Source: an optimization exercise on an open RTL-to-GDS flow (aim: small area). Production flows keep margins and buffers that such runs may drop. Where RTL was checked, it was by simulation tests only, not by an equivalence proof against the original. Power and IR drop assume default switching activity.

==> flow/design.v <==
package ahb_pkg;
  typedef enum logic [1:0] {
    IDLE   = 2'b00,
    BUSY   = 2'b01,
    NONSEQ = 2'b10,
    SEQ    = 2'b11
  } htrans_e;
  typedef enum logic [2:0] {
    BYTE   = 3'b000,
    HALF   = 3'b001,
    WORD   = 3'b010,
    DWORD  = 3'b011,
    LINE4  = 3'b100,
    LINE8  = 3'b101,
    LINE16 = 3'b110,
    LINE32 = 3'b111
  } hsize_e;
  typedef enum logic [2:0] {
    SINGLE = 3'b000,
    INCR   = 3'b001,
    WRAP4  = 3'b010,
    INCR4  = 3'b011,
    WRAP8  = 3'b100,
    INCR8  = 3'b101,
    WRAP16 = 3'b110,
    INCR16 = 3'b111
  } hburst_e;
endpackage
package slave_pkg;
  typedef enum logic [1:0] {
    RESP_OKAY      = 2'b00,
    RESP_ERR_FIRST = 2'b01,
    RESP_ERR_LAST  = 2'b10
  } resp_state_e;
  typedef logic [$clog2(64)-1:0] word_idx_t;
endpackage
`timescale 1ns/100ps
module ahb_addr_phase (
  input  logic                       tb_clk,
  input  logic                       rst_i,
  input  logic                       hsel_i,
  input  logic [8-1:0]     haddr_i,
  input  ahb_pkg::htrans_e           htrans_i,
  input  ahb_pkg::hsize_e            hsize_i,
  input  logic                       hwrite_i,
  input  logic                       hready_i,
  output logic [3:0]                 dp_idx_o,
  output logic                       dp_rd_hi_o,
  output logic [3:0]                 dp_lane_we_o,
  output logic                       dp_err_o
);
  logic       accept;
  logic       map_ok;
  logic       align_ok;
  logic       legal;
  logic [3:0] lanes;
  logic       store_wr;
  assign accept = hsel_i && hready_i && htrans_i[1];
  always_comb begin
    map_ok = hwrite_i ? (haddr_i[7] | haddr_i[6]) : ~haddr_i[7];
    case (hsize_i)
      3'd0: begin
        align_ok = 1'b1;
        lanes    = 4'b0001 << haddr_i[1:0];
      end
      3'd1: begin
        align_ok = ~haddr_i[0];
        lanes    = {haddr_i[1], haddr_i[1], ~haddr_i[1], ~haddr_i[1]};
      end
      3'd2: begin
        align_ok = (haddr_i[1:0] == 2'b00);
        lanes    = 4'b1111;
      end
      default: begin
        align_ok = 1'b0;
        lanes    = 4'b0000;
      end
    endcase
    legal = map_ok && align_ok;
  end
  assign dp_err_o = accept && !legal;
  assign store_wr = accept && legal && hwrite_i && (haddr_i[7:6] == 2'b01);
  always_ff @(posedge tb_clk) begin
    if (rst_i) begin
      dp_lane_we_o <= 4'b0000;
    end else begin
      dp_lane_we_o <= store_wr ? lanes : 4'b0000;
    end
  end
  always_ff @(posedge tb_clk) begin
    dp_idx_o   <= haddr_i[5:2];
    dp_rd_hi_o <= haddr_i[6];
  end
endmodule
`timescale 1ns/100ps
module ahb_resp_ctrl (
  input  logic tb_clk,
  input  logic rst_i,
  input  logic dp_err_i,
  output logic hready_o,
  output logic hresp_o
);
  logic err_first_q;
  logic err_last_q;
  always_ff @(posedge tb_clk) begin
    if (rst_i) begin
      err_first_q <= 1'b0;
      err_last_q  <= 1'b0;
    end else begin
      err_first_q <= dp_err_i;
      err_last_q  <= err_first_q;
    end
  end
  assign hready_o = ~err_first_q;
  assign hresp_o  = err_first_q | err_last_q;
endmodule
`timescale 1ns/100ps
module ws_hold_sel (
  input  logic load_i,
  input  logic d_i,
  input  logic hold_i,
  input  logic q_i,
  output logic y_o
);
  assign y_o = (load_i & d_i) | (hold_i & q_i);
endmodule
module ws_read3_n (
  input  logic [2:0] sel_i,
  input  logic [2:0] d_i,
  output logic       y_no
);
  assign y_no = ~|(sel_i & d_i);
endmodule
module ws_read1_n (
  input  logic sel_i,
  input  logic d_i,
  output logic y_no
);
  assign y_no = ~(sel_i & d_i);
endmodule
module ws_nor2 (
  input  logic a_i,
  input  logic b_i,
  output logic y_o
);
  assign y_o = ~(a_i | b_i);
endmodule
module ws_nand6 (
  input  logic [5:0] a_i,
  output logic       y_o
);
  logic lo;
  ws_and3 u_lo (.a_i(a_i[2:0]), .y_o(lo));
  ws_nand4 u_hi (.a_i({a_i[5:3], lo}), .y_o(y_o));
endmodule
module ws_and3 (
  input  logic [2:0] a_i,
  output logic       y_o
);
  assign y_o = &a_i;
endmodule
module ws_nand4 (
  input  logic [3:0] a_i,
  output logic       y_o
);
  assign y_o = ~&a_i;
endmodule
module word_store (
  input  logic                      tb_clk,
  input  logic                      rst_i,
  input  logic [3:0]                idx_i,
  input  logic                      rd_hi_i,
  input  logic [3:0]                lane_we_i,
  input  logic [32-1:0]    wdata_i,
  output logic [32-1:0]    rdata_o
);
  localparam int LANES = 32 / 8;
  localparam int WORDS = 16;
  logic [32-1:0] mem_q [WORDS];
  logic [32-1:0] mem_d [WORDS];
  logic [LANES-1:0] load [WORDS];
  logic [LANES-1:0] hold [WORDS];
  logic [WORDS-1:0] rsel;
  logic [WORDS-1:0] wdec_n;
  logic [LANES-1:0] lane_n;
  always_comb begin
    for (int w = 0; w < WORDS; w++) begin
      wdec_n[w] = ~(idx_i == 4'(w));
      rsel[w]   = rd_hi_i & (idx_i == 4'(w));
    end
    for (int b = 0; b < LANES; b++) begin
      lane_n[b] = rst_i | ~lane_we_i[b];
    end
  end
  for (genvar w = 0; w < WORDS; w++) begin : g_ctl
    for (genvar b = 0; b < LANES; b++) begin : g_lane
      ws_nor2 u_load (.a_i(wdec_n[w]), .b_i(lane_n[b]), .y_o(load[w][b]));
      ws_nor2 u_hold (.a_i(load[w][b]), .b_i(rst_i), .y_o(hold[w][b]));
    end
  end
  for (genvar w = 0; w < WORDS; w++) begin : g_word
    for (genvar i = 0; i < 32; i++) begin : g_bit
      ws_hold_sel u_sel (
        .load_i (load[w][i/8]),
        .d_i    (wdata_i[i]),
        .hold_i (hold[w][i/8]),
        .q_i    (mem_q[w][i]),
        .y_o    (mem_d[w][i])
      );
    end
  end
  always_ff @(posedge tb_clk) begin
    for (int w = 0; w < WORDS; w++) begin
      mem_q[w] <= mem_d[w];
    end
  end
  logic [5:0] rd_n [32];
  for (genvar i = 0; i < 32; i++) begin : g_rd
    for (genvar g = 0; g < 5; g++) begin : g_grp
      ws_read3_n u_rd3 (
        .sel_i (rsel[3*g +: 3]),
        .d_i   ({mem_q[3*g+2][i], mem_q[3*g+1][i], mem_q[3*g][i]}),
        .y_no  (rd_n[i][g])
      );
    end
    ws_read1_n u_rd1 (
      .sel_i (rsel[15]),
      .d_i   (mem_q[15][i]),
      .y_no  (rd_n[i][5])
    );
    ws_nand6 u_or (.a_i(rd_n[i]), .y_o(rdata_o[i]));
  end
endmodule
`timescale 1ns/100ps
module ahb_lite_slave (
  input  logic                    tb_clk,
  input  logic                    rst_i,
  input  logic                    hsel_i,
  input  logic [8-1:0]  haddr_i,
  input  ahb_pkg::htrans_e        htrans_i,
  input  ahb_pkg::hsize_e         hsize_i,
  input  logic                    hwrite_i,
  input  logic [32-1:0]  hwdata_i,
  output logic [32-1:0]  hrdata_o,
  output logic                    hready_o,
  output logic                    hresp_o
);
  logic [3:0] dp_idx;
  logic       dp_rd_hi;
  logic [3:0] dp_lane_we;
  logic       dp_err;
  ahb_addr_phase u_addr_phase (
    .tb_clk       (tb_clk),
    .rst_i        (rst_i),
    .hsel_i       (hsel_i),
    .haddr_i      (haddr_i),
    .htrans_i     (htrans_i),
    .hsize_i      (hsize_i),
    .hwrite_i     (hwrite_i),
    .hready_i     (hready_o),
    .dp_idx_o     (dp_idx),
    .dp_rd_hi_o   (dp_rd_hi),
    .dp_lane_we_o (dp_lane_we),
    .dp_err_o     (dp_err)
  );
  ahb_resp_ctrl u_resp_ctrl (
    .tb_clk   (tb_clk),
    .rst_i    (rst_i),
    .dp_err_i (dp_err),
    .hready_o (hready_o),
    .hresp_o  (hresp_o)
  );
  word_store u_word_store (
    .tb_clk    (tb_clk),
    .rst_i     (rst_i),
    .idx_i     (dp_idx),
    .rd_hi_i   (dp_rd_hi),
    .lane_we_i (dp_lane_we),
    .wdata_i   (hwdata_i),
    .rdata_o   (hrdata_o)
  );
endmodule
==> flow/config.mk <==
export PLATFORM = sky130hd
export DESIGN_NAME = ahb_lite_slave
export DESIGN_NICKNAME = ahb_lite_slave
export VERILOG_FILES = /design/flow/design.v
export SDC_FILE = /design/flow/constraint.sdc
export NUM_CORES = 4
export LEC_CHECK = 0
export CAP_MARGIN = 0
export CORE_MARGIN = 2
export CORE_UTILIZATION = 60
export PLACE_DENSITY = 0.7
export SLEW_MARGIN = 0
export SYNTH_HIERARCHICAL = 1
==> flow/constraint.sdc <==
create_clock -name core_clock -period 6.5 [get_ports {tb_clk}]
set_input_delay 1.3000 -clock core_clock [delete_from_list [all_inputs] [get_ports {tb_clk}]]
set_output_delay 1.3000 -clock core_clock [all_outputs]
set_load 0.01 [all_outputs]
standard.sh (not shown) runs the stock make flow with config.mk's settings and CLKGATE_MAP_FILE= SYNTH_SCRIPT=/design/flow/synth_recipe.tcl, a recipe that flattens the netlist after the stock synthesis.
==> flow/flow/run.sh <==
#!/bin/bash
# Standard layout, with small port buffers and a clock tree of larger sink clusters without
# dummy loads. Each tool's output goes to a log of its own in this folder.
set -euo pipefail
export BUFFER_PORTS_ARGS="-buffer_cell sky130_fd_sc_hd__buf_1"
export CTS_ARGS="-sink_clustering_enable -repair_clock_nets -dont_use_dummy_load -sink_clustering_size 30 -sink_clustering_max_diameter 100"
bash standard.sh > standard_make.log 2>&1
Rerun with:
--- a/flow/design.v
+++ b/flow/design.v
@@ -145,6 +145,19 @@
 );
   assign y_o = ~(a_i | b_i);
 endmodule
+module ws_nand2 (
+  input  logic a_i,
+  input  logic b_i,
+  output logic y_o
+);
+  assign y_o = ~(a_i & b_i);
+endmodule
+module ws_inv (
+  input  logic a_i,
+  output logic y_o
+);
+  assign y_o = ~a_i;
+endmodule
 module ws_nand6 (
   input  logic [5:0] a_i,
   output logic       y_o
@@ -182,15 +195,21 @@
   logic [LANES-1:0] hold [WORDS];
   logic [WORDS-1:0] rsel;
   logic [WORDS-1:0] wdec_n;
+  logic [3:0]       pre_lo;
+  logic [3:0]       pre_hi;
   logic [LANES-1:0] lane_n;
   always_comb begin
-    for (int w = 0; w < WORDS; w++) begin
-      wdec_n[w] = ~(idx_i == 4'(w));
-      rsel[w]   = rd_hi_i & (idx_i == 4'(w));
+    for (int j = 0; j < 4; j++) begin
+      pre_lo[j] = (idx_i[1:0] == 2'(j));
+      pre_hi[j] = rd_hi_i & (idx_i[3:2] == 2'(j));
     end
     for (int b = 0; b < LANES; b++) begin
       lane_n[b] = rst_i | ~lane_we_i[b];
     end
+  end
+  for (genvar w = 0; w < WORDS; w++) begin : g_dec
+    ws_nand2 u_dec (.a_i(pre_lo[w % 4]), .b_i(pre_hi[w / 4]), .y_o(wdec_n[w]));
+    ws_inv   u_sel (.a_i(wdec_n[w]), .y_o(rsel[w]));
   end
   for (genvar w = 0; w < WORDS; w++) begin : g_ctl
     for (genvar b = 0; b < LANES; b++) begin : g_lane
The changed run passed the timing, design-rule and antenna checks.
Non-clock buffer count fell by 2.
Setup slack gets better by 0.039 ns.
Routed wire length fell by 1.8%.
Fmax rose by 0.81%.
Die area fell by 0.34%.
Critical path depth rose by 1.
Clock skew is about the same.
Power barely changes.
Count of clock-buffer cells in the layout does not change.
Flip-flop and latch count stays the same.
Design area fell by 0.56%.
No functional check of the RTL was part of the second run of this note.

## separate check: timing with driven ports
How much do the figures lean on ideal ports? The routed layouts below were timed once more, with nothing changed but the port constraints.
Step 1 (the two cells are an assumption about what drives the block):
set clk [get_ports {tb_clk}]
set_driving_cell -lib_cell sky130_fd_sc_hd__clkbuf_16 $clk
set_driving_cell -lib_cell sky130_fd_sc_hd__buf_2 [delete_from_list [all_inputs] $clk]
Step 2 times the ports against the registers' clock, not the clock port: input delays grow and output delays shrink by t, the midpoint of the rising clock arrivals with the driver on.
Slacks: ideal ports / drivers / drivers and shift; pairs: ideal ports / drivers.
| run | t (ns) | setup WS [ns] | worst hold slack (ns) | slew at the worst register clock pin (ns) | worst slew at a driven data input, ns |
|---|---|---|---|---|---|
| the first run | 0.584 | 1.667 / 1.614 / 2.197 | 0.474 / 0.474 / 0.474 | 0.11 / 0.11 | 0.04 |
| the second run | 0.593 | 1.706 / 1.651 / 2.244 | 0.474 / 0.474 / 0.474 | 0.12 / 0.12 | 0.06 |
After both steps every run listed still meets setup and hold.
